Background: an optimization exercise with open tools, aiming at small area. Do not read the settings as production practice. Only simulation tests tie the RTL to the original design; equivalence was not proved. No activity file was given, so power comes from the tool's default toggle rates.

===== flow/flow/run.sh =====
#!/bin/bash
# Standard ORFS layout (standard.sh) with these changes:
#  - synthesis maps the logic with flow/abc_area.script (ABC_AREA=1 picks it up);
#    the rest of synthesis is the standard script, so the registers are the same
#  - after synthesis, flow/mux_a22o.py rewrites 2:1 muxes that share a select as
#    and-or cells with one shared inverter (combinational cells only)
#  - ports are buffered with the smallest buffer (buf_1)
#  - clock tree: larger sink clusters, no dummy loads (flow/cts_args)
set -euo pipefail
W=$(pwd)
R=$W/orfs/results/sky130hd/gpio_top/base
rm -rf "$W/scripts_alt"
cp -r "$FLOW_HOME/scripts" "$W/scripts_alt"
cp "$W/flow/abc_area.script" "$W/scripts_alt/abc_area.script"
bash standard.sh "SCRIPTS_DIR=$W/scripts_alt" synth > "$W/synth.log" 2>&1
cp "$R/1_2_yosys.v" "$W/1_2_yosys_abc.v"
python3 "$W/flow/mux_a22o.py" "$W/1_2_yosys_abc.v" "$R/1_2_yosys.v" > "$W/mux_a22o.log" 2>&1
rm -f "$R/1_synth.odb" "$R/1_synth.sdc"
bash standard.sh synth > "$W/synth_odb.log" 2>&1
bash standard.sh "BUFFER_PORTS_ARGS=-buffer_cell sky130_fd_sc_hd__buf_1" \
   "CTS_ARGS=$(cat "$W/flow/cts_args")" finish > "$W/layout.log" 2>&1
test -f "$W/out/final.def"

===== flow/flow/abc_area.script =====
strash
&get -n
&st
&synch2
&if -K 6
&mfs
&st
&dch
&nf -R 1000
&put
topo
stime -c

===== flow/flow/cts_args =====
-sink_clustering_enable -repair_clock_nets -dont_use_dummy_load -buf_list sky130_fd_sc_hd__clkbuf_16 -sink_clustering_size 26 -sink_clustering_max_diameter 100

===== flow/flow/mux_a22o.py =====
#!/usr/bin/env python3
"""Rewrite 2:1 muxes in a mapped sky130hd netlist (Yosys -noattr output) as and-or cells.

A mux2 (11.3 um2) becomes an a22o_1 (8.8 um2) and a mux2i an a22oi_1 (7.5 um2), both fed
with the select and its inverse; the inverse comes from one inv_1 per select net (or an
inverter that is already there). A select net is rewritten only when it drives at least
two muxes, so the shared inverter pays off. Registers are left alone.
usage: mux_a22o.py IN.v OUT.v
"""
import re, sys, collections

src = open(sys.argv[1]).read()
inst_re = re.compile(r'^(\s*)(sky130_fd_sc_hd__\w+)\s+(\S+)\s*\((.*?)\);\n', re.S | re.M)
pin_re = re.compile(r'\.(\w+)\(([^()]*)\)')

def pins(body):
    # escaped names (\name) keep the space that ends them
    return {k: v.strip() + (' ' if v.strip().startswith('\\') else '') for k, v in pin_re.findall(body)}

insts = [(m, m.group(2), pins(m.group(4))) for m in inst_re.finditer(src)]
muxes = collections.defaultdict(list)
inv_of = {}
for m, typ, p in insts:
    if re.fullmatch(r'sky130_fd_sc_hd__mux2i?_[124]', typ):
        muxes[p['S']].append(m)
    if re.fullmatch(r'sky130_fd_sc_hd__(clk)?inv_\d+', typ):
        inv_of.setdefault(p['A'], p['Y'])

repl = {}
new_wires = []
new_cells = []
n = 0
for s, ms in muxes.items():
    if len(ms) < 2 and s not in inv_of:
        continue
    if s in inv_of:
        sn = inv_of[s]
    else:
        n += 1
        sn = f'_muxsel_n_{n}_'
        new_wires.append(sn)
        new_cells.append(f'  sky130_fd_sc_hd__inv_1 _muxsel_inv_{n}_ (.A({s}), .Y({sn}));\n')
    for m in ms:
        typ = m.group(2)
        p = pins(m.group(4))
        if 'mux2i' in typ:
            cell, out = 'sky130_fd_sc_hd__a22oi_1', f".Y({p['Y']})"
        else:
            cell, out = 'sky130_fd_sc_hd__a22o_1', f".X({p['X']})"
        repl[m.start()] = (m.end(), f"{m.group(1)}{cell} {m.group(3)} (.A1({s}), .A2({p['A1']}), .B1({sn}), .B2({p['A0']}), {out});\n")

out = []
pos = 0
for start in sorted(repl):
    end, text = repl[start]
    out.append(src[pos:start]); out.append(text); pos = end
out.append(src[pos:])
res = ''.join(out)
# declare the new nets before the first cell, add the inverters at the end of the (single) module
decl = ''.join(f'  wire {w};\n' for w in new_wires)
first = inst_re.search(res).start()
res = res[:first] + decl + res[first:]
end = re.search(r'\n\s*endmodule', res).start()
res = res[:end] + '\n' + ''.join(new_cells) + res[end:]
open(sys.argv[2], 'w').write(res)
print(f'mux_a22o: {len(repl)} muxes rewritten, {len(new_cells)} inverters added', file=sys.stderr)

===== flow/standard.sh =====
#!/bin/bash
# synth_recipe.tcl (not shown) runs the flow's synth.tcl, then flattens the netlist and writes it again
# the make line also repeats each setting of config.mk as NAME=value (left out here)
make -C /OpenROAD-flow-scripts/flow DESIGN_CONFIG=/design/flow/config.mk WORK_HOME=/design/flow/orfs CLKGATE_MAP_FILE= SYNTH_SCRIPT=/design/flow/synth_recipe.tcl "${@:-finish}"

===== flow/config.mk =====
export PLATFORM = sky130hd
export DESIGN_NAME = gpio_top
export DESIGN_NICKNAME = gpio_top
export VERILOG_FILES = /design/flow/design.v
export SDC_FILE = /design/flow/constraint.sdc
export NUM_CORES = 4
export LEC_CHECK = 0
export ABC_AREA = 1
export CAP_MARGIN = 0
export CORE_MARGIN = 2
export CORE_UTILIZATION = 60
export SLEW_MARGIN = 0

===== flow/constraint.sdc =====
create_clock -name core_clock -period 10.0 [get_ports {PCLK}]
set_input_delay 2.0000 -clock core_clock [delete_from_list [all_inputs] [get_ports {PCLK}]]
set_output_delay 2.0000 -clock core_clock [all_outputs]
set_load 0.01 [all_outputs]

===== flow/design.v =====
package gpio_pkg;
   localparam int NUM_PINS = 32;
   localparam int DATA_W   = 32;
   localparam int ADDR_W   = 8;
   typedef logic [NUM_PINS-1:0] pins_t;
   function automatic logic [2:0] type_enc(input logic [2:0] t);
      case (t)
         3'd0:    type_enc = 3'b000;
         3'd1:    type_enc = 3'b001;
         3'd2:    type_enc = 3'b100;
         3'd3:    type_enc = 3'b010;
         3'd4:    type_enc = 3'b110;
         3'd5:    type_enc = 3'b101;
         3'd6:    type_enc = 3'b011;
         default: type_enc = 3'b111;
      endcase
   endfunction
   function automatic logic [2:0] type_dec(input logic [2:0] e);
      case (e)
         3'b000:  type_dec = 3'd0;
         3'b001:  type_dec = 3'd1;
         3'b100:  type_dec = 3'd2;
         3'b010:  type_dec = 3'd3;
         3'b110:  type_dec = 3'd4;
         3'b101:  type_dec = 3'd5;
         3'b011:  type_dec = 3'd6;
         default: type_dec = 3'd7;
      endcase
   endfunction
endpackage
`timescale 1ns/1ps
module gpio_in_sync
(
   input  logic        PCLK,
   input  logic        PRESETN,
   input  logic [31:0] gpio_in_i,
   output logic [31:0] s2_o,
   output logic [31:0] s3_o
);
   logic [31:0] stage1_q;
   logic [31:0] stage2_q;
   logic [31:0] stage3_q;
   always_ff @(posedge PCLK or negedge PRESETN)
   begin
      if (!PRESETN)
         stage1_q <= '0;
      else
         stage1_q <= gpio_in_i;
   end
   always_ff @(posedge PCLK)
   begin
      stage2_q <= stage1_q;
      stage3_q <= stage2_q;
   end
   assign s2_o = stage2_q;
   assign s3_o = stage3_q;
endmodule
`timescale 1ns/1ps
module gpio_top
(
   input  logic                          PCLK,
   input  logic                          PRESETN,
   input  logic                          psel_i,
   input  logic                          penable_i,
   input  logic                          pwrite_i,
   input  logic [gpio_pkg::ADDR_W-1:0]   paddr_i,
   input  logic [gpio_pkg::DATA_W-1:0]   pwdata_i,
   input  gpio_pkg::pins_t               gpio_in_i,
   output logic [gpio_pkg::DATA_W-1:0]   prdata_o,
   output logic                          pready_o,
   output logic                          pslverr_o,
   output gpio_pkg::pins_t               gpio_out_o,
   output gpio_pkg::pins_t               gpio_oe_o,
   output gpio_pkg::pins_t               int_o,
   output logic                          int_or_o
);
   logic [7:0]   cfg_q [32];
   logic [31:0]  gpout_q;
   logic [31:0]  irq_n_q;
   logic [31:0]  irq_q;
   logic [31:0]  flag_n_q;
   logic [31:0]  s2;
   logic [31:0]  s3;
   logic         wr_en;
   logic         cfg_hit;
   logic [31:0]  pin_sel;
   logic [31:0]  cfg_we;
   logic [7:0]   wcfg;
   logic [7:0]   cfg_rd;
   logic         type_chg;
   logic         irq_wr;
   logic         irq_clr_any;
   logic [31:0]  lvl_int;
   logic [31:0]  set;
   logic [31:0]  gpin;
   assign irq_q = ~irq_n_q;
   assign pready_o  = 1'b1;
   assign pslverr_o = 1'b0;
   gpio_in_sync i_gpio_in_sync
   (
      .PCLK       (PCLK),
      .PRESETN    (PRESETN),
      .gpio_in_i  (gpio_in_i),
      .s2_o       (s2),
      .s3_o       (s3)
   );
   assign wr_en   = psel_i & penable_i & pwrite_i;
   assign cfg_hit = (paddr_i <= 8'h7C);
   always_comb
      for (int i = 0; i < 32; i++)
      begin
         pin_sel[i] = cfg_hit & (paddr_i[6:2] == 5'(i));
         cfg_we[i]  = wr_en & pin_sel[i];
      end
   assign wcfg = {gpio_pkg::type_enc(pwdata_i[7:5]), pwdata_i[4:0]};
   always_ff @(posedge PCLK or negedge PRESETN)
      if (!PRESETN)
         for (int i = 0; i < 32; i++)
            cfg_q[i] <= '0;
      else
         for (int i = 0; i < 32; i++)
            if (cfg_we[i])
               cfg_q[i] <= wcfg;
   always_ff @(posedge PCLK or negedge PRESETN)
      if (!PRESETN)
         gpout_q <= '0;
      else if (wr_en && (paddr_i == 8'hA0))
         gpout_q <= pwdata_i;
   always_comb
   begin
      cfg_rd = '0;
      for (int i = 0; i < 32; i++)
         cfg_rd = cfg_rd | (pin_sel[i] ? cfg_q[i] : 8'h00);
   end
   assign type_chg = ~wcfg[3] | wcfg[5] | (wcfg[7:6] != cfg_rd[7:6]);
   assign irq_wr      = wr_en & (paddr_i == 8'h80);
   assign irq_clr_any = irq_wr & (|pwdata_i);
   always_comb
      for (int i = 0; i < 32; i++)
      begin
         lvl_int[i] = ~cfg_q[i][7] & ~cfg_q[i][6] & (s3[i] ^ cfg_q[i][5]);
         set[i]     = cfg_q[i][3] & ~cfg_q[i][5] &
                      ((cfg_q[i][7] & s2[i] & ~s3[i]) | (cfg_q[i][6] & ~s2[i] & s3[i]));
         int_o[i]   = cfg_q[i][3] & (~flag_n_q[i] | lvl_int[i]);
         gpio_out_o[i] = gpout_q[i] & cfg_q[i][0];
         gpio_oe_o[i]  = cfg_q[i][2] & cfg_q[i][0];
         gpin[i]       = s3[i] & cfg_q[i][1];
      end
   assign int_or_o = |int_o;
   always_ff @(posedge PCLK)
      for (int i = 0; i < 32; i++)
         flag_n_q[i] <= ~(cfg_q[i][3] & ~(cfg_we[i] & type_chg) &
                          (set[i] | (~flag_n_q[i] & ~(irq_wr & pwdata_i[i]))));
   always_ff @(posedge PCLK or negedge PRESETN)
      if (!PRESETN)
         irq_n_q <= '1;
      else if (irq_clr_any)
         irq_n_q <= ~(irq_q & ~pwdata_i);
      else
         irq_n_q <= ~int_o;
   always_comb
   begin
      prdata_o = {24'h0, cfg_rd[4:0]} | {24'h0, gpio_pkg::type_dec(cfg_rd[7:5]), 5'h0};
      case (paddr_i)
         8'h80:   prdata_o = irq_q;
         8'h90:   prdata_o = gpin;
         8'hA0:   prdata_o = gpout_q;
         default: ;
      endcase
   end
endmodule

==> results of run 1 <==
[final timing paths]
path	from	end	slack [ns]
setup / recovery	paddr_i[4]	prdata_o[6]	2.68
hold / removal	i_gpio_in_sync.stage2_q[9]	i_gpio_in_sync.stage3_q[9]	0.32
setup reg to reg	cfg_q[15][6]	flag_n_q[20]	6.20
hold reg to reg	i_gpio_in_sync.stage2_q[9]	i_gpio_in_sync.stage3_q[9]	0.32
max in group asynchronous	PRESETN	cfg_q[10][1]	6.42
min in group asynchronous	PRESETN	i_gpio_in_sync.stage1_q[28]	1.41
[stage by stage]
stage,hold WS [ns],util (%),worst slack [ns],instances
floorplan,0.324,-,3.77,1711
global placement,0.324,66.6,2.88,2340
detailed placement,0.328,66.6,2.79,2340
CTS,0.323,68.3,2.78,2361
global route,0.324,68.3,2.60,2361
finish,0.321,68.3,2.68,2361
[cell type report]
type                            count  area [um2]  share of cell area (%)
Sequential cell                   448       10800                    52.7
Tap cell                          390         488                    2.39
Inverter                           34         128                   0.625
Clock buffer                       21         526                    2.57
Timing Repair Buffer              241        1060                    5.20
Multi-Input combinational cell   1227        7440                    36.5
[metal layers]
metal  wire length [um]  vias up
li1                   -     7053
met1              26600     8285
met2              30900     1445
met3               8980      324
met4               4440        2
met5                 13        -
[registers in the layout (all words and copies together), names as in the netlist]
register                 cells
cfg_q                      256
flag_n_q                    32
gpout_q                     32
i_gpio_in_sync.stage1_q     32
i_gpio_in_sync.stage2_q     32
i_gpio_in_sync.stage3_q     32
irq_n_q                     32
[power groups by stage]
stage / sequential [W] / clock (W) / combinational, W
detailed placement: 0.00202 / 0 / 0.000234
CTS: 0.00198 / 0.000936 / 0.000236
global placement: 0.00202 / 0 / 0.000227
finish: 0.00199 / 0.000938 / 0.000242
floorplan: 0.00197 / 0 / 0.000113
global route: 0.00199 / 0.000994 / 0.000261
==> summary.md, run 1 <==
| Metric | Value |
|---|---|
| Critical path's top delay family | simple AND/OR/NAND/NOR gates |
| Combinational power share | roughly 7.6% |
| DRC | 0 |
| Area of the core | approximately 30000 um2 |
| Yosys warning count | 3 |
| Slew Viols, Final | 0 |
| CTS Hold Bufs | 0 |
| WS Path Type | input pin to output pin |
| Switching pwr | around 0.00083 W |
| Die area | 31900 um2 |
| CTS tree | yes |
| GPL Wtd Cong | a little over 1 |
| Layout cells sized above 1 | around 5.1% |
| Post-CTS resize count | 0 |
| Final min period | between 7 and 8 ns |
| Status | finished clean |
| RSZ-0062 raised after global routing | false |
| Chip width | between 150 and 200 um |
| Crit path cell chain | buf_1, nor2_1, nand2_1, nor2_1, a22o_1, a221oi_1, nand3_1, or4_1, nand2b_1, o21ai_0, buf_1 |
| Net Sw Frac | 26.1% |
| Worst-case reg-to-reg path depth | 9 |
| Worst-path fanout max | 9 |
| Mapped Cells | ~1700 |
| Worst-skew pair later-pin latency | ~0.57 ns |
| Initial antenna violation count | 1 |
| GR Layer Usage met2 | roughly two thirds |
| Largest net degree at the start of global routing | 180 |
| Max VDD drop | 141 uV |
| Post-Route WL | 70.9 mm |
| Root buf cell | clkbuf_16 |
| Max cap viols | 0 |
| Crit. End Element | output pin |
| Global-route met3 utilization | between 10% and 20% |
| Area grow syn2layout | 11.5% |
| Initial detailed-routing violation count | 2742 |
| Fillcell total | approximately 2300 |
| # rows | 63 |
| Global-route wire length before repair | 103 mm |
| Setup TNS | 0 ns |
| Final setup viols | 0 |
| Clock transition at path regs | 0.09 ns |
| Worst slew pin tran | 1.22 ns |
| Worst hold path type | register to register |
| Remaining Overflow, GRT | 0 |
| Power Internal | between 0.002 and 0.0025 W |
| Commonest non-fill, non-tap cell in the layout | dfrtp_1 |
| Syn nets | between 1500 and 2000 |
| Final hold vios | 0 |
| 1st-pass router iterations | 10 |
| Most Crowded Layer GR | met2 |
| Power density over the cells | between 150 and 200 nW/um2 |
| Met1 Use GR | just over 60% |
| Final period util | about 73% |
| Max incr delay on CP | between 0.6 and 0.7 ns |
| IO Pins | between 200 and 250 |
| Highest-count cells in the layout ignoring fill and taps | dfrtp_1, nand2_1, a22o_1 |
| Number of buffers added on ports | a little over 200 |
| Vias in the first global route | about 16000 |
| Antenna viol nets, final | 0 |
| Avg Inst Size Synth | between 10 and 15 um2 |
| Buf/Inv on CP | 2 |
| Vias | roughly 17000 |
| LEAKAGE | between 8 and 9 nW |
| Placed Instance Area | ~20000 um2 |
| Avg WL per Cell | about 30 um |
| Hold Crit Depth | 0 |
| Fmax | ~140 MHz |
| Post-route cell area | between 20000 and 25000 um2 |
| Final nets | about 2100 |
| Total GRT Usage | 44.5% |
| Crit-path slowest cell | or4_1 |
| Max Root-Sink Buffers | 3 |
| Post-CTS Setup Inserts | 0 |
| Via density | roughly 7.2 |
| Critical Path RT | 8.00 ns |
| Part of the power in registers | 62.8% |
| Mapped cell area | 18300 um2 |
| Starting Density | between 60% and 70% |
| Setup crit start kind | input pin |
| CP arrival | approximately 5.3 ns |
| Path length in cells of the critical path | 11 |
| Post-DP HPWL | between 40 and 50 mm |
| Clk pwr share | 29.6% |
| Clock net sink count | around 450 |
| Pwr Total | roughly 0.0032 W |
| Ant. Diodes | 0 |
| CTS buffer count | 21 |
| Clk_skew | between 0.05 and 0.06 ns |
| Worst slew margin | around 18% |
| CTS H-tree lvls | 1 |
| Die H | approximately 180 um |
==> inputs of run 2 (changes only) <==
--- a/flow/design.v
+++ b/flow/design.v
@@ -76,7 +76,11 @@
 );
    logic [7:0]   cfg_q [32];
    logic [31:0]  gpout_q;
-   logic [31:0]  irq_n_q;
+   logic [31:0]  gpout_d_q;
+   logic         gpout_vld_q;
+   logic         gpout_we;
+   logic [31:0]  irq_d_q;
+   logic         irq_vld_q;
    logic [31:0]  irq_q;
    logic [31:0]  flag_n_q;
    logic [31:0]  s2;
@@ -93,7 +97,7 @@
    logic [31:0]  lvl_int;
    logic [31:0]  set;
    logic [31:0]  gpin;
-   assign irq_q = ~irq_n_q;
+   assign irq_q = irq_d_q & {32{irq_vld_q}};
    assign pready_o  = 1'b1;
    assign pslverr_o = 1'b0;
    gpio_in_sync i_gpio_in_sync
@@ -121,11 +125,15 @@
          for (int i = 0; i < 32; i++)
             if (cfg_we[i])
                cfg_q[i] <= wcfg;
+   always_ff @(posedge PCLK)
+      if (gpout_we)
+         gpout_d_q <= pwdata_i;
    always_ff @(posedge PCLK or negedge PRESETN)
       if (!PRESETN)
-         gpout_q <= '0;
-      else if (wr_en && (paddr_i == 8'hA0))
-         gpout_q <= pwdata_i;
+         gpout_vld_q <= 1'b0;
+      else if (gpout_we)
+         gpout_vld_q <= 1'b1;
+   assign gpout_q = gpout_d_q & {32{gpout_vld_q}};
    always_comb
    begin
       cfg_rd = '0;
@@ -134,6 +142,7 @@
    end
    assign type_chg = ~wcfg[3] | wcfg[5] | (wcfg[7:6] != cfg_rd[7:6]);
    assign irq_wr      = wr_en & (paddr_i == 8'h80);
+   assign gpout_we    = wr_en & (paddr_i == 8'hA0);
    assign irq_clr_any = irq_wr & (|pwdata_i);
    always_comb
       for (int i = 0; i < 32; i++)
@@ -151,13 +160,16 @@
       for (int i = 0; i < 32; i++)
          flag_n_q[i] <= ~(cfg_q[i][3] & ~(cfg_we[i] & type_chg) &
                           (set[i] | (~flag_n_q[i] & ~(irq_wr & pwdata_i[i]))));
+   always_ff @(posedge PCLK)
+      if (irq_clr_any)
+         irq_d_q <= irq_q & ~pwdata_i;
+      else
+         irq_d_q <= int_o;
    always_ff @(posedge PCLK or negedge PRESETN)
       if (!PRESETN)
-         irq_n_q <= '1;
-      else if (irq_clr_any)
-         irq_n_q <= ~(irq_q & ~pwdata_i);
-      else
-         irq_n_q <= ~int_o;
+         irq_vld_q <= 1'b0;
+      else if (!irq_clr_any)
+         irq_vld_q <= 1'b1;
    always_comb
    begin
       prdata_o = {24'h0, cfg_rd[4:0]} | {24'h0, gpio_pkg::type_dec(cfg_rd[7:5]), 5'h0};
--- a/flow/config.mk
+++ b/flow/config.mk
@@ -9,4 +9,5 @@
 export CAP_MARGIN = 0
 export CORE_MARGIN = 2
 export CORE_UTILIZATION = 60
+export PLACE_DENSITY = 0.8
 export SLEW_MARGIN = 0
==> run 2 against run 1 <==
  * Still clean
  * Final cell count shrank 1.0%
  * Wire length grew 2.6%
  * Die area shrank 0.62%
  * Critical path depth shrank 2
  * Fmax shrank 4.0%
  * Sequential cell count grew 2
  * Combinational power grew 4%
  * Highest routed layer unchanged
==> summary.md, run 2 <==
| Metric | Value |
|---|---|
| Status | finished clean |
| Flip-flop and latch area | between 10000 and 15000 um2 |
| Power density over the cells | 158 nW/um2 |
| Clk_skew | between 0.05 and 0.06 ns |
| Remaining Overflow, GRT | 0 |
| Crit path cell chain | buf_1, nor4b_1, nand3_1, nor2_2, a222oi_1, nand4_1, a2111oi_0, nand4_1, buf_1 |
| Fillcell total | around 2300 |
| Area of the core | 29700 um2 |
| RSZ-0062 raised after global routing | false |
| Critical path's top delay family | simple AND/OR/NAND/NOR gates |
| Post-CTS Setup Inserts | 0 |
| Largest net degree at the start of global routing | 150 |
| CTS tree | yes |
| Yosys warning count | 3 |
| Final setup viols | 0 |
| CTS Hold Bufs | 0 |
| Crit. End Element | output pin |
| Post-DP HPWL | around 50 mm |
| Max cap viols | 0 |
| Hold_ws | ~0.35 ns |
| Clock transition at path regs | approximately 0.10 ns |
| WS Path Type | input pin to output pin |
| Layout cells sized above 1 | 3.55% |
| IO Pins | about 210 |
| Mapped cell area | approximately 18000 um2 |
| Avg Inst Size Synth | about 11 um2 |
| Antenna viol nets, final | 0 |
| Fmax | around 130 MHz |
| Worst-path fanout max | 15 |
| LEAKAGE | between 8 and 9 nW |
| Worst-skew pair later-pin latency | around 0.57 ns |
| Worst slew pin tran | between 1 and 1.5 ns |
| Root buf cell | clkbuf_16 |
| Setup TNS | 0 ns |
| Setup WS post-layout | ~2.4 ns |
| Global-route wire length before repair | about 110 mm |
| Initial antenna violation count | 2 |
| Setup crit start kind | input pin |
| Max Root-Sink Buffers | 3 |
| Syn nets | between 1500 and 2000 |
| Area of the multi-input gates | 7210 um2 |
| Pre-CTS WS | approximately 2.8 ns |
| Max VDD drop | roughly 190 uV |
| Chip width | 178 um |
| 1st-pass router iterations | 7 |
| Total GRT Usage | a little under half |
| Buf/Inv on CP | 2 |
| Final hold vios | 0 |
| Clock net sink count | 450 |
| Vias | ~17000 |
| Die area | roughly 32000 um2 |
| Placed Instance Area | slightly below 20000 um2 |
| CTS H-tree lvls | 1 |
| Starting Density | between 60% and 70% |
| Commonest non-fill, non-tap cell in the layout | dfrtp_1 |
| CTS buffer count | 21 |
| Final period util | 76.3% |
| Max FFs per register | 256 |
| Critical Path RT | 8.00 ns |
| Post-route cell area | between 20000 and 25000 um2 |
| Avg WL per Cell | 31.2 um |
| Final min period | 7.63 ns |
| Via density | between 7 and 8 |
| GPL Wtd Cong | a little over 1 |
| Die H | approximately 180 um |
| Vias in the first global route | between 15000 and 20000 |
| Mapped Cells | about 1700 |
| Worst hold path type | register to register |
| Post-CTS resize count | 0 |
| Number of buffers added on ports | 205 |
| Post-Route WL | 72.8 mm |
| CP arrival | around 5.6 ns |
| Final nets | 2025 |
| Max incr delay on CP | about 0.99 ns |
| Reg with most FFs | cfg_q |
| Crit-path slowest cell | nor2_2 |
| Area grow syn2layout | 11.5% |
| DRC | 0 |
| Worst slew margin | 22.0% |
| # rows | 63 |
| Initial detailed-routing violation count | around 2900 |
| Slew Viols, Final | 0 |
| Highest-count cells in the layout ignoring fill and taps | dfrtp_1, nand2_1, buf_1 |
run 2: layout make-up:
class	instances	area share [%]
flip-flops and latches	450	53.1
multi-input cells	1172	35.5
repair buffers	238	5.12
clock buffers	21	2.59
well taps	390	2.40
inverters	65	1.20
diodes	1	0.0123
run 2: final timing paths:
kind | startpoint | end | slack, ns | cells past startpoint
max | paddr_i[1] | prdata_o[2] | 2.37 | 9
min | i_gpio_in_sync.stage1_q[8] | i_gpio_in_sync.stage2_q[8] | 0.35 | 0
max reg2reg | cfg_q[26][6] | flag_n_q[28] | 6.67 | 9
min reg2reg | i_gpio_in_sync.stage1_q[8] | i_gpio_in_sync.stage2_q[8] | 0.35 | 0
max in group asynchronous | PRESETN | irq_vld_q | 6.77 | 2
min in group asynchronous | PRESETN | i_gpio_in_sync.stage1_q[6] | 1.59 | 1
run 2: routing by layer:
layer / GRT usage, % / share of wire, % / up-vias
li1: - / - / 7015
met1: 63.3 / 37 / 8315
met2: 68.0 / 43 / 1490
met3: 11.2 / 13 / 316
met4: 23.9 / 6.7 / 2
met5: 0 / 0.023 / -
run 2: metrics by stage:
| step | total power, W | std cells | utilization, % |
|---|---|---|---|
| 3_5_place_dp | 0.00228 | 2315 | 66.5 |
| 6_report | 0.00320 | 2337 | 68.3 |
| 5_1_grt | 0.00328 | 2336 | 68.3 |
| 4_1_cts | 0.00318 | 2336 | 68.3 |
| 3_3_place_gp | 0.00227 | 2315 | 66.5 |
| 2_1_floorplan | 0.00211 | 1689 | - |
run 2: worst register-to-register path, stage by stage, from the launching register on:
cell,delay (ns)
dfrtp_1,0.46
a22o_1,0.24
a221oi_1,0.42
nand4_1,0.20
or3_1,0.53
a22oi_1,0.23
o21ai_0,0.14
nor2_2,0.11
buf_4,0.55
o221ai_1,0.29
run 2: power by group:
part	total (W)	internal, W	switching (W)	leakage, nW
Sequential	0.00201	0.00191	0.000101	5.26
Clock	0.000943	0.000378	0.000565	0.259
Combinational	0.000251	0.0000851	0.000166	3.29
Total	0.00320	0.00237	0.000832	8.81
==> inputs of run 3 (changes only) <==
--- a/flow/config.mk
+++ b/flow/config.mk
@@ -9,5 +9,4 @@
 export CAP_MARGIN = 0
 export CORE_MARGIN = 2
 export CORE_UTILIZATION = 60
-export PLACE_DENSITY = 0.8
 export SLEW_MARGIN = 0
==> run 3 against run 2 <==
  * Global-route usage shrank 1.5 points
  * Via count shrank 1.9%
  * Sequential cell count is the same
  * Wire length shrank 3.0%
==> summary.md, run 3 <==
| Metric | Value |
|---|---|
| Largest net degree at the start of global routing | approximately 140 |
| Mapped cell area | between 15000 and 20000 um2 |
| Global-route wire length before repair | just over 100 mm |
| Slew Viols, Final | 0 |
| Avg WL per Cell | approximately 30 um |
| Clk_skew | around 0.04 ns |
| Post-CTS Setup Inserts | 0 |
| Crit path cell chain | buf_1, nor2_1, nand3_1, nor2_4, buf_4, a222oi_1, nand4_1, a2111oi_0, nand4_1, buf_1 |
| Final setup viols | 0 |
| Via density | roughly 7 |
| Chip width | 178 um |
| Setup crit start kind | input pin |
| Power density over the cells | 158 nW/um2 |
| Final period util | 72.6% |
| Final nets | 2028 |
| Critical Path RT | roughly 8.0 ns |
| Die area | between 30000 and 40000 um2 |
| Antenna viol nets, final | 0 |
| CTS H-tree lvls | 1 |
| Final min period | between 7 and 8 ns |
| Crit-path slowest cell | a2111oi_0 |
| Starting Density | roughly 61% |
| GPL Wtd Cong | roughly 1.0 |
| CTS buffer count | 21 |
| Max VDD drop | about 140 uV |
| CP arrival | between 5 and 6 ns |
| Clock transition at path regs | roughly 0.090 ns |
| Post-DP HPWL | 48.9 mm |
| Final hold vios | 0 |
| Total GRT Usage | around 44% |
| Max cap viols | 0 |
| Worst-skew pair later-pin latency | about 0.55 ns |
| CTS tree | yes |
| Post-CTS resize count | 0 |
| Max Root-Sink Buffers | 3 |
| Critical path's top delay family | compound AO/OA/AOI/OAI gates |
| Area of the core | between 20000 and 30000 um2 |
| IO Pins | about 210 |
| Post-route cell area | a little over 20000 um2 |
| Commonest non-fill, non-tap cell in the layout | dfrtp_1 |
| Vias in the first global route | around 16000 |
| Buf/Inv on CP | 3 |
| # rows | 63 |
| LEAKAGE | 8.83 nW |
| Initial detailed-routing violation count | approximately 2900 |
| Worst slew pin tran | about 1.3 ns |
| Layout cells sized above 1 | between 3 and 4% |
| Root buf cell | clkbuf_16 |
| Number of buffers added on ports | approximately 210 |
| Post-Route WL | about 70 mm |
| Die H | 178 um |
| Max FFs per register | ~260 |
| DRC | 0 |
| Reg with most FFs | cfg_q |
| Crit. End Element | output pin |
| CTS Hold Bufs | 0 |
| Max incr delay on CP | around 0.97 ns |
| Remaining Overflow, GRT | 0 |
| Highest-count cells in the layout ignoring fill and taps | dfrtp_1, nand2_1, buf_1 |
| Vias | 16800 |
| Clock net sink count | 450 |
| Hold_ws | between 0.2 and 0.3 ns |
| Syn nets | ~1800 |
| Placed Instance Area | 19800 um2 |
| 1st-pass router iterations | 7 |
| RSZ-0062 raised after global routing | false |
| Avg Inst Size Synth | 10.8 um2 |
| Mapped Cells | 1689 |
| Yosys warning count | 3 |
| Worst slew margin | between 10 and 15% |
| Worst hold path type | register to register |
| Worst-path fanout max | 17 |
| Initial antenna violation count | 4 |
| Setup TNS | 0 ns |
| Status | finished clean |
| Area grow syn2layout | 11.7% |
| Fmax | roughly 140 MHz |
| WS Path Type | input pin to output pin |
run 3: path summary, 6_finish.rpt:
| kind | to | start | cells after the start | slack, ns |
|---|---|---|---|---|
| min in group asynchronous | cfg_q[6][5] | PRESETN | 1 | 1.62 |
| max | prdata_o[2] | paddr_i[3] | 10 | 2.74 |
| min | i_gpio_in_sync.stage2_q[5] | i_gpio_in_sync.stage1_q[5] | 0 | 0.30 |
| min reg2reg | i_gpio_in_sync.stage2_q[5] | i_gpio_in_sync.stage1_q[5] | 0 | 0.30 |
| max in group asynchronous | cfg_q[16][1] | PRESETN | 2 | 6.72 |
| max reg2reg | flag_n_q[16] | cfg_q[26][6] | 9 | 6.20 |
run 3: metrics by stage:
stage          cells  util (%)  power, W  worst slack [ns]
5_1_grt         2341      68.4   0.00328              2.57
3_3_place_gp    2318      66.6   0.00227              2.96
3_5_place_dp    2318      66.6   0.00228              2.86
4_1_cts         2339      68.4   0.00318              2.87
6_report        2342      68.4   0.00320              2.74
2_1_floorplan   1689         -   0.00211              3.75
run 3: layout make-up:
cell class	instances	area, um2
timing repair buffer	241	1060
clock buffer	21	526
inverter	65	244
fill	2326	9390
antenna	3	7.51
multi-input combinational	1172	7220
tap	390	488
sequential	450	10800
run 3: layer usage:
layer | share of wire [%] | global-route usage (%) | routed length [um]
met1 | 37 | 61.1 | 26200
met2 | 42 | 64.7 | 30000
met3 | 14 | 12.5 | 9970
met4 | 6.4 | 22.9 | 4500
met5 | 0 | 0 | 0
run 3: power breakdown:
| part | total [W] | internal [W] | switching (W) |
|---|---|---|---|
| registers | 0.00200 | 0.00191 | 0.0000984 |
| logic | 0.000248 | 0.0000853 | 0.000162 |
| clock network | 0.000951 | 0.000378 | 0.000573 |
==> inputs of run 4 (changes only) <==
--- a/flow/design.v
+++ b/flow/design.v
@@ -162,7 +162,7 @@
                           (set[i] | (~flag_n_q[i] & ~(irq_wr & pwdata_i[i]))));
    always_ff @(posedge PCLK)
       if (irq_clr_any)
-         irq_d_q <= irq_q & ~pwdata_i;
+         irq_d_q <= irq_d_q & ~pwdata_i;
       else
          irq_d_q <= int_o;
    always_ff @(posedge PCLK or negedge PRESETN)
--- a/flow/config.mk
+++ b/flow/config.mk
@@ -9,4 +9,5 @@
 export CAP_MARGIN = 0
 export CORE_MARGIN = 2
 export CORE_UTILIZATION = 60
+export PLACE_DENSITY = 0.8
 export SLEW_MARGIN = 0
==> run 4 against run 3 <==
  * First-iteration DRC count is 4.6% lower
  * Largest power group unchanged
  * Critical path type unchanged
  * Non-clock buffer count fell by 4
  * Clock skew decreased by 0.0015 ns
  * Critical endpoint is now prdata_o[6]
==> summary.md, run 4 <==
| Metric | Value |
|---|---|
| Setup crit start kind | input pin |
| Mapped Cells | between 1500 and 2000 |
| Avg WL per Cell | 30.2 um |
| Max FFs per register | 256 |
| Number of buffers added on ports | slightly above 200 |
| Final period util | between 70% and 80% |
| IO Pins | about 210 |
| Worst-skew pair later-pin latency | ~0.56 ns |
| Worst-path fanout max | 9 |
| WS Path Type | input pin to output pin |
| Commonest non-fill, non-tap cell in the layout | dfrtp_1 |
| Critical path's top delay family | simple AND/OR/NAND/NOR gates |
| Power density over the cells | around 160 nW/um2 |
| Clk_skew | ~0.039 ns |
| DRC | 0 |
| CTS Hold Bufs | 0 |
| Largest net degree at the start of global routing | roughly 150 |
| CTS buffer count | 21 |
| LEAKAGE | 8.84 nW |
| Syn nets | around 1800 |
| Crit. End Element | output pin |
| Worst slew margin | 23.9% |
| Crit-path slowest cell | or4_1 |
| Post-CTS Setup Inserts | 0 |
| Mapped cell area | between 15000 and 20000 um2 |
| Root buf cell | clkbuf_16 |
| Slew Viols, Final | 0 |
| Setup WS post-layout | around 2.8 ns |
| Die H | roughly 180 um |
| Post-DP HPWL | a little under 50 mm |
| Total GRT Usage | between 40% and 50% |
| Post-Route WL | ~71 mm |
| Remaining Overflow, GRT | 0 |
| RSZ-0062 raised after global routing | false |
| Max incr delay on CP | ~0.63 ns |
| Antenna viol nets, final | 0 |
| Post-CTS resize count | 0 |
| Final setup viols | 0 |
| # rows | 63 |
| Global-route wire length before repair | approximately 100 mm |
| Max cap viols | 0 |
| Setup TNS | 0 ns |
| Clock net sink count | between 400 and 500 |
| Final min period | 7.17 ns |
| Via density | between 7 and 8 |
| Avg Inst Size Synth | between 10 and 15 um2 |
| Chip width | 178 um |
| Fmax | 140 MHz |
| CTS H-tree lvls | 1 |
| Final nets | about 2000 |
| Reg with most FFs | cfg_q |
| Area grow syn2layout | 11.4% |
| Clock transition at path regs | roughly 0.06 ns |
| Vias | 16900 |
| CP arrival | ~5.2 ns |
| Highest-count cells in the layout ignoring fill and taps | dfrtp_1, nand2_1, buf_1 |
| Pre-CTS WS | approximately 3.0 ns |
| Starting Density | between 60% and 70% |
| GPL Wtd Cong | 1.00 |
| Buf/Inv on CP | 2 |
| Final hold vios | 0 |
| Die area | roughly 32000 um2 |
| Yosys warning count | 3 |
| 1st-pass router iterations | 10 |
| Worst hold path type | register to register |
| Initial antenna violation count | 4 |
| Status | finished clean |
| Area of the core | between 20000 and 30000 um2 |
| Crit path cell chain | buf_1, or2_0, nor2_1, a222oi_1, nand3_1, or4_1, a21oi_1, o21ai_0, nand3_1, buf_1 |
| Critical Path RT | roughly 8 ns |
| Layout cells sized above 1 | between 3 and 4% |
| Initial detailed-routing violation count | ~2700 |
| Vias in the first global route | roughly 16000 |
| Max VDD drop | approximately 140 uV |
| Worst slew pin tran | roughly 1.1 ns |
| Max Root-Sink Buffers | 3 |
| CTS tree | yes |
| Pwr Total | roughly 0.0032 W |
==> run 4: where the power goes <==
part | switching [W] | leakage, nW | internal, W
sequential | 0.000102 | 5.27 | 0.00191
clock | 0.000560 | 0.259 | 0.000378
combinational | 0.000161 | 3.31 | 0.0000823
total | 0.000823 | 8.84 | 0.00237
==> run 4: worst register-to-register path: cells and delay by family (launching register included) <==
family	cells	cell delay [ns]
AO/OA/AOI/OAI	5	1.30
buffers and inverters	1	0.57
flip-flops	1	0.47
AND/OR/NAND/NOR	3	0.84
==> run 4: cell type report <==
| cell class | count | area (um2) |
|---|---|---|
| inverters | 65 | 244 |
| clock buffers | 21 | 526 |
| fillers | 2199 | 9450 |
| diodes | 1 | 2.50 |
| repair buffers | 237 | 1030 |
| multi-input cells | 1184 | 7200 |
| well taps | 390 | 488 |
| flip-flops and latches | 450 | 10800 |
==> run 4: through the flow <==
step / hold slack (ns) / cell area, um2 / util (%) / std cells
after global placement: 0.325 / 19700 / 66.4 / 2326
after CTS: 0.344 / 20300 / 68.2 / 2347
after detailed placement: 0.327 / 19700 / 66.4 / 2326
after floorplan: 0.324 / 18200 / - / 1701
after global routing: 0.344 / 20300 / 68.2 / 2347
final: 0.345 / 20300 / 68.2 / 2348
==> run 4: path summary, 6_finish.rpt <==
check / startpoint / to / slack, ns / cells after the start
hold reg to reg: i_gpio_in_sync.stage1_q[20] / i_gpio_in_sync.stage2_q[20] / 0.34 / 0
min in group asynchronous: PRESETN / i_gpio_in_sync.stage1_q[26] / 1.59 / 1
max in group asynchronous: PRESETN / gpout_vld_q / 6.78 / 2
setup / recovery: paddr_i[3] / prdata_o[6] / 2.83 / 10
hold / removal: i_gpio_in_sync.stage1_q[20] / i_gpio_in_sync.stage2_q[20] / 0.34 / 0
setup reg to reg: cfg_q[19][6] / flag_n_q[21] / 6.64 / 9
==> run 4: metal layers <==
layer  part of all wire, %  global-route usage (%)
met1                    38                    61.9
met2                    44                    67.8
met3                    13                    10.4
met4                   5.5                    20.6
met5                 0.058                       0
==> inputs of run 5 (changes only) <==
==> flow/flow/cts_args (replaced) <==
-sink_clustering_enable -repair_clock_nets -dont_use_dummy_load -buf_list sky130_fd_sc_hd__clkbuf_16 -sink_clustering_size 30 -sink_clustering_max_diameter 100
==> run 5 against run 4 <==
  * Combinational power hardly changed
  * Setup slack better by 0.040 ns
  * Sequential power about the same
  * Via count decreased by 0.36%
  * Synthesized cell count stayed put
  * Design area down 0.37%
  * Global-route usage about the same
  * Power decreased by 2.1%
  * Sequential share of layout area grew 0.20 points
  * Non-clock buffer count unchanged
  * Worst hold slack improved by 0.0078 ns
==> summary.md, run 5 <==
| Metric | Value |
|---|---|
| Remaining Overflow, GRT | 0 |
| Worst hold path type | register to register |
| Power density over the cells | approximately 150 nW/um2 |
| Final min period | just over 7 ns |
| Clk_skew | about 0.04 ns |
| Fmax | between 100 and 150 MHz |
| Part of the power in registers | between 60% and 70% |
| Mapped Cells | between 1500 and 2000 |
| # rows | 63 |
| Final hold vios | 0 |
| Max VDD drop | about 160 uV |
| Pwr Total | between 0.003 and 0.004 W |
| Slew Viols, Final | 0 |
| Worst-path fanout max | 9 |
| CTS buffer count | 18 |
| Setup WS post-layout | between 2 and 3 ns |
| Status | finished clean |
| Critical Path RT | ~8.0 ns |
| Area of the core | approximately 30000 um2 |
| Worst slew pin tran | 1.15 ns |
| Total GRT Usage | around 45% |
| Pre-CTS WS | between 2 and 3 ns |
| Final setup viols | 0 |
| Layout cells sized above 1 | approximately 3.3% |
| Yosys warning count | 3 |
| Combinational power share | 7.8% |
| Global-route wire length before repair | about 100 mm |
| Avg WL per Cell | between 30 and 40 um |
| Initial antenna violation count | 4 |
| Final nets | 2033 |
| WS Path Type | input pin to output pin |
| Max Root-Sink Buffers | 3 |
| Via density | between 7 and 8 |
| CTS tree | yes |
| LEAKAGE | slightly below 9 nW |
| Max FFs per register | around 260 |
| Vias in the first global route | ~16000 |
| Clk pwr share | about 28% |
| Mapped cell area | around 18000 um2 |
| Die H | around 180 um |
| CTS Hold Bufs | 0 |
| Chip width | between 150 and 200 um |
| Area grow syn2layout | 11.0% |
| Setup crit start kind | input pin |
| Post-CTS resize count | 0 |
| Number of buffers added on ports | 205 |
| Post-CTS Setup Inserts | 0 |
| Antenna viol nets, final | 0 |
| Final period util | between 70 and 80% |
| RSZ-0062 raised after global routing | false |
| Switching pwr | between 0.0008 and 0.0009 W |
| Max cap viols | 0 |
| Die area | about 32000 um2 |
| Vias | around 17000 |
| Net Sw Frac | around a quarter |
| CP arrival | between 5 and 6 ns |
| Setup TNS | 0 ns |
| Crit. End Element | output pin |
| Avg Inst Size Synth | 10.7 um2 |
| DRC | 0 |
| Clock transition at path regs | around 0.10 ns |
| Post-Route WL | between 70 and 80 mm |
| Initial detailed-routing violation count | about 2600 |
| Worst slew margin | a little under a quarter |
| Reg with most FFs | cfg_q |
| Commonest non-fill, non-tap cell in the layout | dfrtp_1 |
| Power Internal | around 0.0023 W |
| Syn nets | approximately 1800 |
| Clock net sink count | between 400 and 500 |
| Post-DP HPWL | approximately 50 mm |
| IO Pins | 208 |
| Root buf cell | clkbuf_16 |
| Worst-skew pair later-pin latency | ~0.56 ns |
| CTS H-tree lvls | 1 |
| GPL Wtd Cong | about 1.0 |
| Starting Density | between 60% and 70% |
| 1st-pass router iterations | 10 |
| Highest-count cells in the layout ignoring fill and taps | dfrtp_1, nand2_1, buf_1 |
| Largest net degree at the start of global routing | between 150 and 200 |
[run 5: final timing paths]
path,cells after the start,startpoint,slack [ns],to
setup / recovery,10,paddr_i[3],2.87,prdata_o[6]
hold / removal,0,i_gpio_in_sync.stage1_q[19],0.35,i_gpio_in_sync.stage2_q[19]
setup reg to reg,9,cfg_q[19][6],6.62,flag_n_q[22]
hold reg to reg,0,i_gpio_in_sync.stage1_q[19],0.35,i_gpio_in_sync.stage2_q[19]
max in group asynchronous,2,PRESETN,6.77,gpout_vld_q
min in group asynchronous,1,PRESETN,1.61,i_gpio_in_sync.stage1_q[24]
[run 5: power by group through the flow]
| stage | Clock [W] | Combinational (W) | Sequential, W |
|---|---|---|---|
| 2_1_floorplan | 0 | 0.000116 | 0.00199 |
| 3_3_place_gp | 0 | 0.000226 | 0.00204 |
| 3_5_place_dp | 0 | 0.000235 | 0.00204 |
| 4_1_cts | 0.000863 | 0.000237 | 0.00200 |
| 5_1_grt | 0.000919 | 0.000261 | 0.00201 |
| 6_report | 0.000870 | 0.000243 | 0.00201 |
[run 5: metrics by stage]
step                      util (%)  hold WS, ns  instances  area [um2]
after floorplan                  -        0.324       1701       18200
after global placement        66.4        0.325       2326       19700
after detailed placement      66.4        0.327       2326       19700
after CTS                     68.0        0.352       2344       20200
after global routing          68.0        0.358       2344       20200
final                         68.0        0.352       2345       20200
[run 5: layer usage]
metal | routed length (um) | share of wire [%] | up-vias | track usage, %
li1 | - | - | 7015 | -
met1 | 26600 | 37 | 8258 | 61.7
met2 | 31600 | 44 | 1318 | 68.3
met3 | 8930 | 13 | 268 | 10.6
met4 | 3810 | 5.4 | 6 | 19.8
met5 | 46 | 0.065 | - | 0
[run 5: layout make-up]
| cell class | count | area, um2 |
|---|---|---|
| flip-flops and latches | 450 | 10800 |
| fillers | 2239 | 9520 |
| multi-input cells | 1184 | 7200 |
| repair buffers | 237 | 1030 |
| well taps | 390 | 488 |
| clock buffers | 18 | 450 |
| inverters | 65 | 244 |
| diodes | 1 | 2.50 |
[run 5: worst max-delay path, stage by stage]
cell	delay (ns)
buf_1	0.16
or2_0	0.60
nor2_1	0.37
a222oi_1	0.57
nand3_1	0.19
or4_1	0.62
a21oi_1	0.19
o21ai_0	0.10
nand3_1	0.14
buf_1	0.17
==> inputs of run 6 (changes only) <==
--- a/flow/design.v
+++ b/flow/design.v
@@ -162,7 +162,7 @@
                           (set[i] | (~flag_n_q[i] & ~(irq_wr & pwdata_i[i]))));
    always_ff @(posedge PCLK)
       if (irq_clr_any)
-         irq_d_q <= irq_d_q & ~pwdata_i;
+         irq_d_q <= irq_q & ~pwdata_i;
       else
          irq_d_q <= int_o;
    always_ff @(posedge PCLK or negedge PRESETN)
==> flow/flow/cts_args (replaced) <==
-sink_clustering_enable -repair_clock_nets -dont_use_dummy_load -buf_list sky130_fd_sc_hd__clkbuf_16 -sink_clustering_size 22 -sink_clustering_max_diameter 100
--- a/flow/config.mk
+++ b/flow/config.mk
@@ -9,5 +9,4 @@
 export CAP_MARGIN = 0
 export CORE_MARGIN = 2
 export CORE_UTILIZATION = 60
-export PLACE_DENSITY = 0.8
 export SLEW_MARGIN = 0
==> run 6 against run 5 <==
  * Still clean on timing, DRC and antenna
  * Critical path depth unchanged
  * Sequential power about the same
  * Worst hold slack worse by 0.0054 ns
  * Area after synthesis about the same
  * Final cell count about the same
  * Clock-buffer cell count up 6
  * Clock power up 16%
  * Register-to-register slack worse by 0.33 ns
  * Critical endpoint is now prdata_o[2]
  * Largest power group unchanged
  * Highest routed layer is now met4
==> summary.md, run 6 <==
| Metric | Value |
|---|---|
| Hold Path End | i_gpio_in_sync.stage2_q[2] |
| Initial detailed-routing violation count | ~2900 |
| Fillcell total | 2313 |
| CTS Hold Bufs | 0 |
| Post-CTS Setup Inserts | 0 |
| Max FFs per register | about 260 |
| Highest-count cells in the layout ignoring fill and taps | dfrtp_1, nand2_1, buf_1 |
| Crit path cell chain | buf_1, nor2_1, nand3_1, nor2_4, buf_4, a222oi_1, nand4_1, a2111oi_0, nand4_1, buf_1 |
| Die area | ~32000 um2 |
| Max VDD drop | roughly 150 uV |
| Setup crit start kind | input pin |
| Critical Path RT | around 8 ns |
| Final hold vios | 0 |
| Post-Route WL | between 70 and 80 mm |
| # rows | between 60 and 70 |
| Hold Crit Depth | 0 |
| Critical Path Start | paddr_i[2] |
| CTS buffer count | 24 |
| Max incr delay on CP | 1.00 ns |
| Max cap viols | 0 |
| Starting Density | 61.2% |
| Crit-path slowest cell | a2111oi_0 |
| Initial antenna violation count | 3 |
| Worst slew pin tran | ~1.3 ns |
| Antenna viol nets, final | 0 |
| Critical path's top delay family | compound AO/OA/AOI/OAI gates |
| Commonest non-fill, non-tap cell in the layout | dfrtp_1 |
| Pwr Total | around 0.0033 W |
| Global-route wire length before repair | about 100 mm |
| Mapped cell area | 18200 um2 |
| IO Pins | about 210 |
| Worst-path fanout max | 17 |
| Final nets | 2031 |
| CP arrival | ~5.3 ns |
| Buf/Inv on CP | 3 |
| CTS H-tree lvls | 1 |
| Clock transition at path regs | roughly 0.08 ns |
| Via density | between 7 and 8 |
| Clk_skew | between 0.04 and 0.05 ns |
| Flip-flop and latch area | roughly 11000 um2 |
| 1st-pass router iterations | 9 |
| Fmax | between 100 and 150 MHz |
| Total GRT Usage | about 45% |
| RSZ-0062 raised after global routing | false |
| Pre-CTS WS | between 2 and 3 ns |
| Status | finished clean |
| Mapped Cells | around 1700 |
| Worst-case reg-to-reg path depth | 9 |
| Syn nets | ~1800 |
| Final setup viols | 0 |
| Chip width | 178 um |
| Crit. End Element | output pin |
| Final min period | approximately 7.3 ns |
| Layout cells sized above 1 | a little under 4% |
| Setup TNS | 0 ns |
| Vias | about 17000 |
| Vias in the first global route | around 16000 |
| Post-DP HPWL | between 40 and 50 mm |
| Avg Inst Size Synth | between 10 and 15 um2 |
| Clock net sink count | 450 |
| DRC | 0 |
| Root buf cell | clkbuf_16 |
| Avg WL per Cell | ~30 um |
| CTS tree | yes |
| Worst-skew pair later-pin latency | approximately 0.58 ns |
| Post-CTS resize count | 0 |
| Power density over the cells | around 160 nW/um2 |
| Area grow syn2layout | 12.1% |
| Yosys warning count | 3 |
| Reg with most FFs | cfg_q |
| Remaining Overflow, GRT | 0 |
| Area of the multi-input gates | about 7200 um2 |
| Max Root-Sink Buffers | 3 |
| Reg2reg start | cfg_q[26][6] |
| Path length in cells of the critical path | 10 |
| WS Path Type | input pin to output pin |
| R2r endpoint | flag_n_q[14] |
| Die H | roughly 180 um |
| Slew Viols, Final | 0 |
| Hold Crit Start | i_gpio_in_sync.stage1_q[2] |
| Setup WS post-layout | ~2.7 ns |
| Area of the core | 29700 um2 |
| GPL Wtd Cong | about 1.0 |
| Worst slew margin | a little over a tenth |
| Reg2Reg Setup Slack | about 6.3 ns |
| Number of buffers added on ports | 205 |
| Final period util | around three quarters |
| Worst hold path type | register to register |
| Largest net degree at the start of global routing | around 140 |
| LEAKAGE | 8.86 nW |
| Post-route core utilization | 68.7% |
run 6: worst max path at each step:
stage                   to  slack, ns
3_3_place_gp   prdata_o[2]       2.96
4_1_cts        prdata_o[2]       2.87
6_report       prdata_o[2]       2.69
2_1_floorplan  prdata_o[2]       3.75
5_1_grt        prdata_o[2]       2.56
3_5_place_dp   prdata_o[2]       2.86
run 6: through the flow:
step / cell area [um2] / std cells / hold WS (ns)
2_1_floorplan: 18200 / 1689 / 0.324
3_3_place_gp: 19800 / 2318 / 0.324
3_5_place_dp: 19800 / 2318 / 0.328
4_1_cts: 20400 / 2342 / 0.347
5_1_grt: 20400 / 2344 / 0.353
6_report: 20400 / 2346 / 0.347
run 6: worst register-to-register path, delay by kind of cell, from the launching register on:
kind / cells / cell delay (ns)
AOI/OAI and AO/OA: 5 / 1.14
buffers and inverters: 1 / 0.55
DFF: 1 / 0.47
and+or+nand+nor: 3 / 1.43
run 6: area by class of cell:
cell class / count / share of cell area, %
diodes: 4 / 0.0491
clock buffers: 24 / 2.94
inverters: 65 / 1.20
multi-input cells: 1172 / 35.4
flip-flops and latches: 450 / 52.8
well taps: 390 / 2.39
repair buffers: 241 / 5.21
run 6: routing by layer:
layer	up-vias	share of wire, %	track usage (%)
met5	-	0	0
met3	284	15	13.4
met4	0	5.8	21.2
met2	1472	43	65.5
li1	7033	-	-
met1	8199	36	60.9
run 6: where the power goes:
| part | switching (W) | internal (W) |
|---|---|---|
| clock | 0.000580 | 0.000428 |
| sequential | 0.0000986 | 0.00191 |
| combinational | 0.000163 | 0.0000853 |
| total | 0.000842 | 0.00242 |
==> inputs of run 7 (changes only) <==
--- a/flow/design.v
+++ b/flow/design.v
@@ -162,7 +162,7 @@
                           (set[i] | (~flag_n_q[i] & ~(irq_wr & pwdata_i[i]))));
    always_ff @(posedge PCLK)
       if (irq_clr_any)
-         irq_d_q <= irq_q & ~pwdata_i;
+         irq_d_q <= irq_d_q & ~pwdata_i;
       else
          irq_d_q <= int_o;
    always_ff @(posedge PCLK or negedge PRESETN)
==> flow/flow/cts_args (replaced) <==
-sink_clustering_enable -repair_clock_nets -dont_use_dummy_load -buf_list sky130_fd_sc_hd__clkbuf_16 -sink_clustering_size 28 -sink_clustering_max_diameter 100
--- a/flow/config.mk
+++ b/flow/config.mk
@@ -9,4 +9,5 @@
 export CAP_MARGIN = 0
 export CORE_MARGIN = 2
 export CORE_UTILIZATION = 60
+export PLACE_DENSITY = 0.9
 export SLEW_MARGIN = 0
==> run 7 against run 6 <==
  * Sequential share of layout area is 0.43 points higher
  * Clock-buffer cell count is 4 lower
  * Global-route usage hardly changed
  * Via count about the same
  * Non-clock buffer count down 1
  * Critical path type unchanged
  * Core utilization decreased by 0.54 points
==> summary.md, run 7 <==
| Metric | Value |
|---|---|
| Mapped cell area | 18200 um2 |
| Vias in the first global route | approximately 16000 |
| R2r endpoint | flag_n_q[26] |
| 1st-pass router iterations | 10 |
| Final min period | roughly 7.2 ns |
| Antenna viol nets, final | 0 |
| RSZ-0062 raised after global routing | false |
| Chip width | 178 um |
| Power density over the cells | roughly 160 nW/um2 |
| Post-CTS Setup Inserts | 0 |
| Worst hold path type | register to register |
| Area of the core | slightly below 30000 um2 |
| CP arrival | 5.20 ns |
| CTS Hold Bufs | 0 |
| Commonest non-fill, non-tap cell in the layout | dfrtp_1 |
| Remaining Overflow, GRT | 0 |
| Global-route wire length before repair | 103 mm |
| Number of buffers added on ports | a little over 200 |
| Die area | roughly 32000 um2 |
| Hold Path End | i_gpio_in_sync.stage2_q[0] |
| Post-Route WL | roughly 70 mm |
| Final setup viols | 0 |
| Vias | ~17000 |
| Max Root-Sink Buffers | 3 |
| Worst slew margin | 13.8% |
| Mapped Cells | around 1700 |
| Worst-case reg-to-reg path depth | 9 |
| Final period util | approximately 72% |
| CTS buffer count | 20 |
| Clock net sink count | 450 |
| Max cap viols | 0 |
| IO Pins | ~210 |
| Setup crit start kind | input pin |
| Post-route core utilization | 68.1% |
| Die H | around 180 um |
| Largest net degree at the start of global routing | 86 |
| Yosys warning count | 3 |
| Avg Inst Size Synth | 10.7 um2 |
| Layout cells sized above 1 | roughly 3.6% |
| Worst-path fanout max | 9 |
| Hold Crit Start | i_gpio_in_sync.stage1_q[0] |
| Critical Path RT | about 8.0 ns |
| Final nets | roughly 2000 |
| Hold Crit Depth | 0 |
| DRC | 0 |
| Initial detailed-routing violation count | ~2700 |
| Final hold vios | 0 |
| Reg2Reg Setup Slack | between 6 and 7 ns |
| Status | finished clean |
| CTS tree | yes |
| Reg with most FFs | cfg_q |
| Max FFs per register | about 260 |
| Clk_skew | 0.0666 ns |
| Post-DP HPWL | 49.4 mm |
| Reg2reg start | cfg_q[18][6] |
| Crit. End Element | output pin |
| LEAKAGE | 8.83 nW |
| Fillcell total | around 2200 |
| Clock transition at path regs | between 0.1 and 0.15 ns |
| Worst-skew pair later-pin latency | between 0.5 and 0.6 ns |
| GPL Wtd Cong | around 1.1 |
| Root buf cell | clkbuf_16 |
| Fmax | ~140 MHz |
| Max VDD drop | ~150 uV |
| Highest-count cells in the layout ignoring fill and taps | dfrtp_1, nand2_1, buf_1 |
| Via density | ~7.2 |
| CTS H-tree lvls | 1 |
| Starting Density | roughly 61% |
| Initial antenna violation count | 3 |
| Area grow syn2layout | 11.3% |
| Worst slew pin tran | approximately 1.3 ns |
| # rows | 63 |
| WS Path Type | input pin to output pin |
| Post-CTS resize count | 0 |
| Slew Viols, Final | 0 |
| Setup TNS | 0 ns |
| Avg WL per Cell | 30.0 um |
| Syn nets | around 1800 |
| Total GRT Usage | 44.6% |
==> run 7: final cells by class <==
type                            instances  area (um2)  area share (%)
Sequential cell                       450       10800            53.3
Multi-Input combinational cell       1184        7180            35.5
Timing Repair Buffer                  240        1040            5.15
Clock buffer                           20         500            2.47
Tap cell                              390         488            2.41
Inverter                               65         244            1.21
Antenna cell                            1        2.50          0.0124
==> run 7: power breakdown <==
group	leakage (nW)	switching, W	total [W]	internal [W]
logic	3.32	0.000160	0.000242	0.0000820
registers	5.27	0.000102	0.00201	0.00191
clock network	0.246	0.000560	0.000921	0.000361
total	8.83	0.000822	0.00317	0.00235
==> run 7: how the worst max path moves through the flow <==
stage / slack, ns / cells after the start / to / startpoint
final: 2.80 / 11 / prdata_o[6] / paddr_i[3]
after CTS: 2.91 / 11 / prdata_o[6] / paddr_i[2]
after global routing: 2.68 / 11 / prdata_o[6] / paddr_i[2]
after floorplan: 4.02 / 9 / prdata_o[7] / paddr_i[6]
after detailed placement: 2.93 / 11 / prdata_o[6] / paddr_i[3]
after global placement: 3.06 / 10 / prdata_o[6] / paddr_i[3]
==> run 7: routing by layer <==
metal	vias to the layer above	wire, um	GRT usage [%]
met1	8256	25400	59.9
li1	7030	-	-
met3	324	9410	11.7
met5	-	25	0
met4	4	4820	25.6
met2	1390	30800	65.9
==> run 7: worst max-delay path: stages <==
cell and delay, ns:
buf_1 0.16, or2_0 0.64, nor2_1 0.43, a22o_1 0.30, a221oi_1 0.31, nand4_1 0.17, or3_1 0.54, a21oi_1 0.22
o21ai_0 0.11, nand3_1 0.14, buf_1 0.18
==> run 7: per-stage QoR <==
step / std cells / worst slack [ns] / area (um2) / hold slack (ns) / total power, W
6_report: 2350 / 2.80 / 20200 / 0.346 / 0.00317
4_1_cts: 2349 / 2.91 / 20200 / 0.351 / 0.00314
3_3_place_gp: 2329 / 3.06 / 19700 / 0.325 / 0.00226
3_5_place_dp: 2329 / 2.93 / 19700 / 0.327 / 0.00227
5_1_grt: 2349 / 2.68 / 20200 / 0.345 / 0.00324
2_1_floorplan: 1701 / 4.02 / 18200 / 0.324 / 0.00211
==> inputs of run 8 (changes only) <==
==> flow/flow/cts_args (replaced) <==
-sink_clustering_enable -repair_clock_nets -dont_use_dummy_load -buf_list sky130_fd_sc_hd__clkbuf_16 -sink_clustering_size 30 -sink_clustering_max_diameter 90
==> run 8 against run 7 <==
  * Still clean on timing, DRC and antenna
  * Area after synthesis stayed put
  * Worst hold slack better by 0.0057 ns
  * Design area is 0.26% lower
  * Sequential power hardly changed
  * Non-clock buffer count stayed put
  * Clock power is 4.9% lower
  * Critical path depth stayed put
  * First-iteration DRC count is 0.44% higher
  * Fmax is 0.17% higher
  * Register-to-register slack worse by 0.09 ns
  * Final cell count is 0.13% lower
  * Critical path type unchanged
  * Largest cell class unchanged
  * Largest power group unchanged
==> summary.md, run 8 <==
| Metric | Value |
|---|---|
| CTS Hold Bufs | 0 |
| Area of the core | approximately 30000 um2 |
| Crit-path slowest cell | or2_0 |
| RSZ-0062 raised after global routing | false |
| Highest-count cells in the layout ignoring fill and taps | dfrtp_1, nand2_1, buf_1 |
| Worst hold path type | register to register |
| CTS tree | yes |
| Post-route cell area | between 20000 and 25000 um2 |
| CTS buffer count | 18 |
| Final hold vios | 0 |
| Yosys warning count | 3 |
| Initial antenna violation count | 1 |
| Global-route wire length before repair | around 100 mm |
| Clock net sink count | 450 |
| Worst-path fanout max | 9 |
| Clock transition at path regs | approximately 0.1 ns |
| 1st-pass router iterations | 10 |
| LEAKAGE | 8.81 nW |
| Critical Path Start | paddr_i[2] |
| Initial detailed-routing violation count | about 2800 |
| Clk_skew | between 0.02 and 0.025 ns |
| GPL Wtd Cong | around 1.1 |
| Post-CTS Setup Inserts | 0 |
| Placed Instance Area | roughly 20000 um2 |
| Vias in the first global route | 16200 |
| Final min period | 7.19 ns |
| Total GRT Usage | ~44% |
| Crit path cell chain | buf_1, or2_0, nor2_1, a22o_1, a221oi_1, nand4_1, or3_1, a21oi_1, o21ai_0, nand3_1, buf_1 |
| Number of buffers added on ports | just over 200 |
| Post-CTS resize count | 0 |
| # rows | 63 |
| Worst slew pin tran | approximately 1.3 ns |
| Worst setup path endpoint | prdata_o[6] |
| Mapped Cells | 1701 |
| Met1 Use GR | around three fifths |
| Via density | 7.24 |
| Max cap viols | 0 |
| IO Pins | ~210 |
| Reg2reg start | cfg_q[18][6] |
| Fmax | 139 MHz |
| Reg with most FFs | cfg_q |
| Final nets | roughly 2000 |
| Reg2Reg Setup Slack | approximately 6.1 ns |
| Slew Viols, Final | 0 |
| Crit. End Element | output pin |
| Remaining Overflow, GRT | 0 |
| Layout cells sized above 1 | approximately 3.5% |
| Fillcell total | ~2200 |
| CP arrival | just over 5 ns |
| CTS H-tree lvls | 1 |
| Ant. Diodes | 0 |
| Starting Density | between 60% and 70% |
| Root buf cell | clkbuf_16 |
| Mapped cell area | approximately 18000 um2 |
| Global-route met3 utilization | 11.0% |
| GR Layer Usage met2 | around two thirds |
| Max incr delay on CP | just over 0.6 ns |
| Commonest non-fill, non-tap cell in the layout | dfrtp_1 |
| DRC | 0 |
| Post-route core utilization | between 60% and 70% |
| Hold Crit Depth | 0 |
| Setup crit start kind | input pin |
| Post-Route WL | approximately 70 mm |
| Antenna viol nets, final | 0 |
| Die H | approximately 180 um |
| Worst-case reg-to-reg path depth | 9 |
| Worst-skew pair later-pin latency | 0.55 ns |
| Avg WL per Cell | about 30 um |
| WS Path Type | input pin to output pin |
| Max VDD drop | around 140 uV |
| Max Root-Sink Buffers | 3 |
| Post-DP HPWL | 49.4 mm |
| Setup TNS | 0 ns |
| Worst slew margin | between 10% and 20% |
| Final period util | between 70 and 80% |
| Status | finished clean |
| Final setup viols | 0 |
| Most Crowded Layer GR | met2 |
| Critical Path RT | ~8 ns |
| Area grow syn2layout | 11.0% |
| R2r endpoint | flag_n_q[7] |
| Chip width | 178 um |
| Avg Inst Size Synth | 10.7 um2 |
| Power density over the cells | ~150 nW/um2 |
| Die area | 31700 um2 |
| Largest net degree at the start of global routing | 86 |
| Syn nets | 1778 |
| Vias | ~17000 |
| Most common cell type on the critical path | buf_1 |
| Max FFs per register | 256 |
-- run 8: how the worst min path moves through the flow --
stage                                      startpoint                          end
after floorplan            i_gpio_in_sync.stage1_q[0]   i_gpio_in_sync.stage2_q[0]
after global routing       i_gpio_in_sync.stage1_q[6]   i_gpio_in_sync.stage2_q[6]
after CTS                 i_gpio_in_sync.stage1_q[27]  i_gpio_in_sync.stage2_q[27]
final                     i_gpio_in_sync.stage1_q[27]  i_gpio_in_sync.stage2_q[27]
after detailed placement   i_gpio_in_sync.stage1_q[1]   i_gpio_in_sync.stage2_q[1]
after global placement    i_gpio_in_sync.stage1_q[28]  i_gpio_in_sync.stage2_q[28]
-- run 8: power breakdown --
group          leakage (nW)  internal (W)  switching (W)
combinational          3.32     0.0000820       0.000159
clock                 0.222      0.000328       0.000548
sequential             5.27       0.00191       0.000102
total                  8.81       0.00232       0.000810
-- run 8: final cells by class --
type | instances | area, um2 | share of cell area (%)
flip-flops and latches | 450 | 10800 | 53.4
multi-input cells | 1184 | 7180 | 35.6
inverters | 65 | 244 | 1.21
clock buffers | 18 | 450 | 2.23
well taps | 390 | 488 | 2.42
repair buffers | 240 | 1040 | 5.16
-- run 8: per-layer routing --
metal | share of wire, % | vias to the layer above | wire length (um)
li1 | - | 7021 | -
met3 | 14 | 329 | 9630
met5 | 0.018 | - | 13
met1 | 36 | 8228 | 25300
met4 | 6.6 | 2 | 4640
met2 | 44 | 1415 | 30700
-- run 8: stage by stage --
step	worst slack [ns]	power, W	hold WS, ns	cells
3_3_place_gp	3.06	0.00226	0.325	2329
4_1_cts	2.92	0.00310	0.351	2347
3_5_place_dp	2.93	0.00227	0.327	2329
5_1_grt	2.69	0.00320	0.359	2347
2_1_floorplan	4.02	0.00211	0.324	1701
6_report	2.81	0.00313	0.352	2347
-- run 8: worst max-delay path, delay by kind of cell --
kind                   cells  cell delay (ns)
buffers and inverters      2             0.35
AND/OR/NAND/NOR            5             1.90
AO/OA/AOI/OAI              4             0.94

## afterwards: timing with drivers on the ports
No port has a modelled driver above. Below, the same layouts with a new extraction and two added sets of constraints.
Step 1 sets driving cells, clkbuf_16 on the clock port and buf_2 on the other inputs (assumed; they add their load-dependent delay and slew).
Step 2, shift: input delay + t, output delay - t, t = (earliest + latest rising clock arrival at the registers) / 2. This alone moves slack from input paths to output paths.
Slacks: ideal ports / drivers / drivers and shift; pairs: ideal ports / drivers.
run | shift t [ns] | slack for setup (ns) | slew at the worst register clock pin (ns)
run 1 | 0.603 | 2.679 / 2.630 / 2.630 | 0.11 / 0.11
run 2 | 0.594 | 2.371 / 2.347 / 2.347 | 0.11 / 0.11
run 3 | 0.595 | 2.741 / 2.645 / 2.645 | 0.11 / 0.11
run 4 | 0.595 | 2.835 / 2.773 / 2.773 | 0.11 / 0.11
run 5 | 0.599 | 2.874 / 2.808 / 2.808 | 0.12 / 0.12
run 6 | 0.607 | 2.687 / 2.595 / 2.595 | 0.10 / 0.10
run 7 | 0.580 | 2.796 / 2.737 / 2.737 | 0.11 / 0.11
run 8 | 0.599 | 2.809 / 2.740 / 2.740 | 0.12 / 0.12
After both steps setup and hold are still met in every run listed. For run 3, which loses most, drivers alone change the setup slack by -0.096 ns; drivers and shift together by -0.096 ns.
